What follows belongs to an exercise in optimizing a design on an open flow for small area and a short achievable clock period; a production flow would make more cautious choices. Only simulation tests tie the RTL to the original design; equivalence was not proved. Power figures rest on the tool's default switching activity, not on a simulated workload.

### design.v
module decode_stage_pipe #(
  parameter int unsigned DATA_WIDTH  = 32,
  parameter int unsigned INSTRUCTION = 32,
  parameter int unsigned ALU_CONTROL = 4,
  parameter int unsigned NUM_REGS    = 32
) (
  input  logic                   clk,
  input  logic                   rst,
  input  logic                   flush,
  input  logic                   in_valid,
  output logic                   in_ready,
  input  logic [INSTRUCTION-1:0] in_instr,
  input  logic                   wb_en,
  input  logic [4:0]             wb_rd,
  input  logic [DATA_WIDTH-1:0]  wb_data,
  output logic                   out_valid,
  input  logic                   out_ready,
  output logic [ALU_CONTROL-1:0] out_alu_control,
  output logic [DATA_WIDTH-1:0]  out_opa,
  output logic [DATA_WIDTH-1:0]  out_opb,
  output logic [DATA_WIDTH-1:0]  out_store_data,
  output logic [4:0]             out_rd,
  output logic                   out_reg_write,
  output logic                   out_load,
  output logic                   out_store,
  output logic                   out_mem_en,
  output logic [1:0]             out_mem_to_reg,
  output logic                   out_illegal
);
  localparam int unsigned IDX_W   = $clog2(NUM_REGS);
  localparam bit          FULL_RF = (NUM_REGS == 32);
  localparam logic [3:0] ALU_ADD = 4'b0000, ALU_SUB = 4'b0001, ALU_SLL = 4'b0010,
                         ALU_SLT = 4'b0011, ALU_SLTU = 4'b0100, ALU_XOR = 4'b0101,
                         ALU_SRL = 4'b0110, ALU_SRA = 4'b0111, ALU_OR = 4'b1000,
                         ALU_AND = 4'b1001;
  localparam logic [6:0] OP_R = 7'b0110011, OP_I = 7'b0010011, OP_L = 7'b0000011,
                         OP_S = 7'b0100011, OP_LUI = 7'b0110111;
  logic [DATA_WIDTH-1:0] regs [NUM_REGS];
  logic [4:0]            rs1, rs2;
  logic                  rs1_ok, rs2_ok, wb_ok;
  logic [DATA_WIDTH-1:0] rs1_val, rs2_val;
  assign rs1    = in_instr[19:15];
  assign rs2    = in_instr[24:20];
  assign rs1_ok = (rs1 != 5'd0) && (FULL_RF || ({1'b0, rs1} < 6'(NUM_REGS)));
  assign rs2_ok = (rs2 != 5'd0) && (FULL_RF || ({1'b0, rs2} < 6'(NUM_REGS)));
  assign wb_ok  = wb_en && (wb_rd != 5'd0) &&
                  (FULL_RF || ({1'b0, wb_rd} < 6'(NUM_REGS)));
  always_ff @(posedge clk or negedge rst) begin
    if (!rst) begin
      for (int i = 0; i < int'(NUM_REGS); i++) regs[i] <= '0;
    end else if (wb_ok) begin
      regs[wb_rd[IDX_W-1:0]] <= wb_data;
    end
  end
  always_comb begin
    rs1_val = rs1_ok ? regs[rs1[IDX_W-1:0]] : '0;
    rs2_val = rs2_ok ? regs[rs2[IDX_W-1:0]] : '0;
  end
  logic signed [11:0]    imm_i12, imm_s12;
  logic signed [31:0]    imm_u32;
  logic [DATA_WIDTH-1:0] imm_i, imm_s, imm_u;
  assign imm_i12 = in_instr[31:20];
  assign imm_s12 = {in_instr[31:25], in_instr[11:7]};
  assign imm_u32 = {in_instr[31:12], 12'b0};
  assign imm_i   = DATA_WIDTH'(imm_i12);
  assign imm_s   = DATA_WIDTH'(imm_s12);
  assign imm_u   = DATA_WIDTH'(imm_u32);
  logic [6:0]            opcode;
  logic [2:0]            fun3;
  logic                  bit30;
  logic [3:0]            dec_alu;
  logic [DATA_WIDTH-1:0] dec_opa, dec_opb;
  logic                  dec_rw, dec_load, dec_store, dec_mem_en, dec_illegal;
  logic [1:0]            dec_m2r;
  logic                  rs1_used, rs2_used;
  assign opcode = in_instr[6:0];
  assign fun3   = in_instr[14:12];
  assign bit30  = in_instr[30];
  always_comb begin
    dec_alu     = ALU_ADD;
    dec_opa     = rs1_val;
    dec_opb     = '0;
    dec_rw      = 1'b0;
    dec_load    = 1'b0;
    dec_store   = 1'b0;
    dec_mem_en  = 1'b0;
    dec_m2r     = 2'b00;
    dec_illegal = 1'b0;
    rs1_used    = 1'b0;
    rs2_used    = 1'b0;
    case (opcode)
      OP_R, OP_I: begin
        unique case (fun3)
          3'b000: dec_alu = (opcode == OP_R && bit30) ? ALU_SUB : ALU_ADD;
          3'b001: dec_alu = ALU_SLL;
          3'b010: dec_alu = ALU_SLT;
          3'b011: dec_alu = ALU_SLTU;
          3'b100: dec_alu = ALU_XOR;
          3'b101: dec_alu = bit30 ? ALU_SRA : ALU_SRL;
          3'b110: dec_alu = ALU_OR;
          3'b111: dec_alu = ALU_AND;
        endcase
        dec_opb  = (opcode == OP_R) ? rs2_val : imm_i;
        dec_rw   = 1'b1;
        rs1_used = 1'b1;
        rs2_used = (opcode == OP_R);
      end
      OP_L: begin
        dec_opb    = imm_i;
        dec_load   = 1'b1;
        dec_mem_en = 1'b1;
        dec_m2r    = 2'b01;
        dec_rw     = 1'b1;
        rs1_used   = 1'b1;
      end
      OP_S: begin
        dec_opb    = imm_s;
        dec_store  = 1'b1;
        dec_mem_en = 1'b1;
        rs1_used   = 1'b1;
        rs2_used   = 1'b1;
      end
      OP_LUI: begin
        dec_opa = '0;
        dec_opb = imm_u;
        dec_rw  = 1'b1;
      end
      default: dec_illegal = 1'b1;
    endcase
  end
  logic                  valid_q, rw_q, load_q, store_q, mem_en_q, illegal_q;
  logic [3:0]            alu_q;
  logic [DATA_WIDTH-1:0] opa_q, opb_q, sdata_q;
  logic [4:0]            rd_q;
  logic [1:0]            m2r_q;
  logic                  stall, accept;
  assign stall  = valid_q && load_q && (rd_q != 5'd0) &&
                  (((rd_q == rs1) && rs1_used) || ((rd_q == rs2) && rs2_used));
  assign in_ready = (!valid_q || out_ready) && !stall && !flush;
  assign accept = in_valid && in_ready;
  always_ff @(posedge clk or negedge rst) begin
    if (!rst) begin
      valid_q   <= 1'b0;
      alu_q     <= '0;
      opa_q     <= '0;
      opb_q     <= '0;
      sdata_q   <= '0;
      rd_q      <= '0;
      rw_q      <= 1'b0;
      load_q    <= 1'b0;
      store_q   <= 1'b0;
      mem_en_q  <= 1'b0;
      m2r_q     <= '0;
      illegal_q <= 1'b0;
    end else if (flush) begin
      valid_q <= 1'b0;
    end else if (accept) begin
      valid_q   <= 1'b1;
      alu_q     <= dec_alu;
      opa_q     <= dec_opa;
      opb_q     <= dec_opb;
      sdata_q   <= rs2_val;
      rd_q      <= in_instr[11:7];
      rw_q      <= dec_rw;
      load_q    <= dec_load;
      store_q   <= dec_store;
      mem_en_q  <= dec_mem_en;
      m2r_q     <= dec_m2r;
      illegal_q <= dec_illegal;
    end else if (out_ready) begin
      valid_q <= 1'b0;
    end
  end
  assign out_valid       = valid_q;
  assign out_alu_control = ALU_CONTROL'(alu_q);
  assign out_opa         = opa_q;
  assign out_opb         = opb_q;
  assign out_store_data  = sdata_q;
  assign out_rd          = rd_q;
  assign out_reg_write   = rw_q;
  assign out_load        = load_q;
  assign out_store       = store_q;
  assign out_mem_en      = mem_en_q;
  assign out_mem_to_reg  = m2r_q;
  assign out_illegal     = illegal_q;
endmodule
### run.sh
#!/bin/bash
# synth_recipe.tcl (not shown) runs the flow's synth.tcl, then flattens the netlist and writes it again
# the make line also repeats each setting of config.mk as NAME=value (left out here)
make -C /OpenROAD-flow-scripts/flow DESIGN_CONFIG=/design/flow/config.mk WORK_HOME=/design/flow/orfs CLKGATE_MAP_FILE= SYNTH_SCRIPT=/design/flow/synth_recipe.tcl finish
### config.mk
export PLATFORM = sky130hd
export DESIGN_NAME = decode_stage_pipe
export DESIGN_NICKNAME = decode_stage_pipe
export VERILOG_FILES = /design/flow/design.v
export SDC_FILE = /design/flow/constraint.sdc
export NUM_CORES = 4
export LEC_CHECK = 0
export CAP_MARGIN = 20
export CORE_MARGIN = 2
export CORE_UTILIZATION = 40
export SLEW_MARGIN = 20
### constraint.sdc
create_clock -name core_clock -period 5.0 [get_ports {clk}]
set_input_delay 1.0000 -clock core_clock [delete_from_list [all_inputs] [get_ports {clk}]]
set_output_delay 1.0000 -clock core_clock [all_outputs]
set_load 0.01 [all_outputs]
==> run summary <==
-- cells by family after synthesis --
logic type / count (synthesis) / share of synthesized area (%)
muxes: 1163 / 23.3
AOI/OAI and AO/OA: 1113 / 15.2
DFF: 1103 / 49.6
and+or+nand+nor: 865 / 8.07
buffers and inverters: 482 / 3.72
xor gates and xnor gates: 11 / 0.173
other: 1 / 0.00674
-- layout by cell type, fill, tap and decap left out, types with 24 or more instances in the layout --
cell,count
a21oi_1,72
a221oi_1,77
a22o_1,111
a22oi_1,550
a32oi_1,24
and3_1,37
buf_12,50
buf_4,288
clkbuf_16,120
clkbuf_8,25
clkdlybuf4s50_1,164
clkinv_2,33
dfrtp_1,1103
mux2_2,1045
mux2i_1,118
nand2_1,202
nand2b_1,25
nand3_1,69
nand4_1,106
nor2_1,77
nor2_4,40
nor3_1,102
o21ai_0,82
-- power by group through the flow --
stage	sequential, uW	combinational [uW]	clock (uW)
floorplan	11800	2520	0
global placement	12700	4270	0
detailed placement	12700	4360	0
CTS	12500	4380	9760
global route	12700	4720	10100
finish	12700	4550	9770
-- flip-flops by register name (all words and copies together), names as in the netlist --
name,flops
opa_q,32
alu_q,4
illegal_q,1
store_q,1
m2r_q,1
opb_q,32
sdata_q,32
valid_q,1
rd_q,5
regs,992
rw_q,1
mem_en_q,1
-- stage by stage --
stage,utilization [%],area (sq um),instances,total power (uW)
6_report,47.6,65700,6822,27000
2_1_floorplan,-,55600,4738,14300
3_3_place_gp,44.5,61300,6580,17000
5_1_grt,47.6,65600,6808,27600
4_1_cts,47.6,65600,6807,26700
3_5_place_dp,44.5,61300,6581,17000
-- worst max-delay path by stage --
stage / start / to / slack [ns] / cells past startpoint
floorplan: in_instr[22] / opb_q[15]$_DFFE_PN0P_ / 1.93 / 10
global placement: in_instr[24] / opb_q[16]$_DFFE_PN0P_ / 0.64 / 9
detailed placement: in_instr[21] / opb_q[12]$_DFFE_PN0P_ / 0.65 / 10
CTS: in_instr[24] / in_ready / 0.78 / 8
global route: in_instr[24] / in_ready / 0.73 / 8
finish: in_instr[24] / in_ready / 0.73 / 8
-- critical path, cell delays in order --
cell and delay, ns:
buf_4 0.41, buf_4 0.37, xnor2_1 0.15, nand4_1 0.10
o32ai_1 0.31, nand4_1 0.23, and2_1 0.22, clkdlybuf4s50_1 0.48
-- synth_stat cells (11+ instances only) --
cell type	count	share of area (%)
clkbuf_1	271	1.8
nand2_1	214	1.4
a222oi_1	21	0.38
a21oi_1	72	0.65
nand3b_1	11	0.15
nor4_1	24	0.27
a211oi_1	11	0.15
o21ai_0	83	0.75
a2111oi_0	22	0.35
nand3_1	72	0.65
nand2b_1	27	0.30
mux2_2	1045	21
nor3_1	116	1.0
and4_1	14	0.22
a221o_1	14	0.25
and2_1	12	0.13
nand4_1	106	1.2
a31oi_1	16	0.18
a32o_1	21	0.38
a221oi_1	77	1.2
nor2b_1	22	0.25
mux2i_1	118	2.1
nor2_1	129	0.87
buf_1	75	0.51
buf_2	92	0.83
and3_1	41	0.46
a22oi_1	550	7.4
o32ai_1	14	0.22
dfrtp_1	1103	50
buf_4	25	0.34
o22ai_1	19	0.21
a32oi_1	24	0.38
a22o_1	111	1.7
nor3b_1	13	0.18
-- routing by layer --
metal / wire, um / share of wire (%) / vias up
li1: - / - / 18600
met1: 119000 / 37 / 26200
met2: 125000 / 39 / 5109
met3: 50800 / 16 / 1621
met4: 27900 / 8.6 / 20
met5: 164 / 0.051 / -
-- area by class of cell --
type,instances,area share (%)
diodes,14,0.0534
clock buffers,155,5.15
clock inverters,71,1.37
inverters,11,0.0629
multi-input cells,3153,40.4
flip-flops and latches,1103,42.0
well taps,1794,3.42
repair buffers,521,7.53
==> results.toml <==
[synthesis]
synth_nets = 4813
ys_seq_area_share_pct = 49.6
synth_cell_types = 77
synthCells = 4738
synth_area_sq_um = 55600
async_flop_share_pct = 100
synth_top_flop_cell = "dfrtp_1"
avgSynthCellArea_sq_um = 11.7
ys_seq_elements = 1103
synth_edf_count = 0
yosysWarnings = 2

[grt]
grtUsageTotal_pct = 44.5
overflow = 0
busiest_layer = "met2"
grt_pass1_wl_mm = 430
grt_max_degree = 131
antenna_found_initial = 26
grt_pass1_vias = 48000
use_met1_pct = 56.3
use_met2_pct = 59.9
grtUsageMet3_pct = 21.1

[setup_path]
end_kind = "output pin"
r2r-end = "opb_q[17]$_DFFE_PN0P_"
critical_path.max_fanout = 24
cp-start-kind = "input pin"
cp.arrival_ns = 3.27
r2r_slack_ns = 2.01
reg2reg_from = "regs[2][17]$_DFFE_PN0P_"
cp.required_ns = 4.00
r2r_cells = 7
crit_type = "input pin to output pin"

[floorplanning]
dieArea_sq_um = 142000
die_w_um = 377
initial_core_util_pct = 40.4
core_area_sq_um = 138000
dieHeight_um = 377
ios = 189
num_rows = 136

[layout]
nNetsFinal = 4985
multi_input_comb_area_sq_um = 26500
regArea_sq_um = 27600
syn2layout_area_growth_pct = 18.0
drive_gt1_share_pct = 34.7
nFillCells = 12400

[clock_tree]
htree_levels = 3
tritoncts = "built"
cts_resized = 0
path_clk_slew_ns = 0.06
clockRootBuffer = "clkbuf_16"
cts_buffers = 120
clk_latency_ns = 0.84
cts_hold_buf = 0
clock_path_buffers = 3
cts_setup_buffers = 0
clock_sinks = 1103

[routing]
drt_first_pass_iters = 12
drtIter0Drc = 10100
wl_mm = 323
wl_per_cell_um = 47.3
num_vias = 51500
vias_per_cell = 7.54
drc_errors = 0
antenna_left = 0

[timing]
whs_ns = 0.199
fmax_mhz = 234
rsz0062_at_grt = "false"
setup_violations = 0
hold_viol_final = 0
tns_ns = 0
post-route-period-util_pct = 85.5
worstMarginPinSlew_ns = 1.40
slew_violations = 0
relSlewSlack_pct = 5.62
finClkSkew_ns = 0.0666
fin_ws_ns = 0.726
fin_crit_ns = 4.27

[status]
outcome = "complete, no violations"

[place]
pre_cts_ws_ns = 0.646
place.gp.congestion = 1.09
dp_hpwl_mm = 211
io_buffers = 187

[power_and_ir_drop]
ir_drop_v = 0.000314
switching_power_uw = 8630
seq_power_share_pct = 47.0
p_comb_share_pct = 16.8
power_density_nw_per_um2 = 412
sw_frac_of_total_pct = 31.9
intPower_uw = 18400
power.share.clock_pct = 36.2
p_leak_uw = 0.0282

[worst_hold_path]
worstHoldPathType = "input pin to async pin"

[flow_run]
drv_cap = 0

[re-timing with driven ports]
No port has a modelled driver above. Below, the same layout with a new extraction and two added sets of constraints. Step 1, drivers: a clkbuf_16 drives clk and a buf_2 each remaining input, both assumed. Step 2 times the ports against the registers' clock, not the clock port: input delays grow and output delays shrink by t, the midpoint of the rising clock arrivals with the driver on. a / b / c = no drivers / after step 1 / after step 2; a / b = the first two.
shift t [ns]: 0.893
slack for setup (ns): 0.726 / 0.692 / 0.245
worst setup path after step 2: input to register
worst slew at a driven data input, ns: 0.09
After both steps this run still meets setup and hold. The setup slack of this run moves by -0.034 ns with the drivers and by -0.481 ns with both steps.
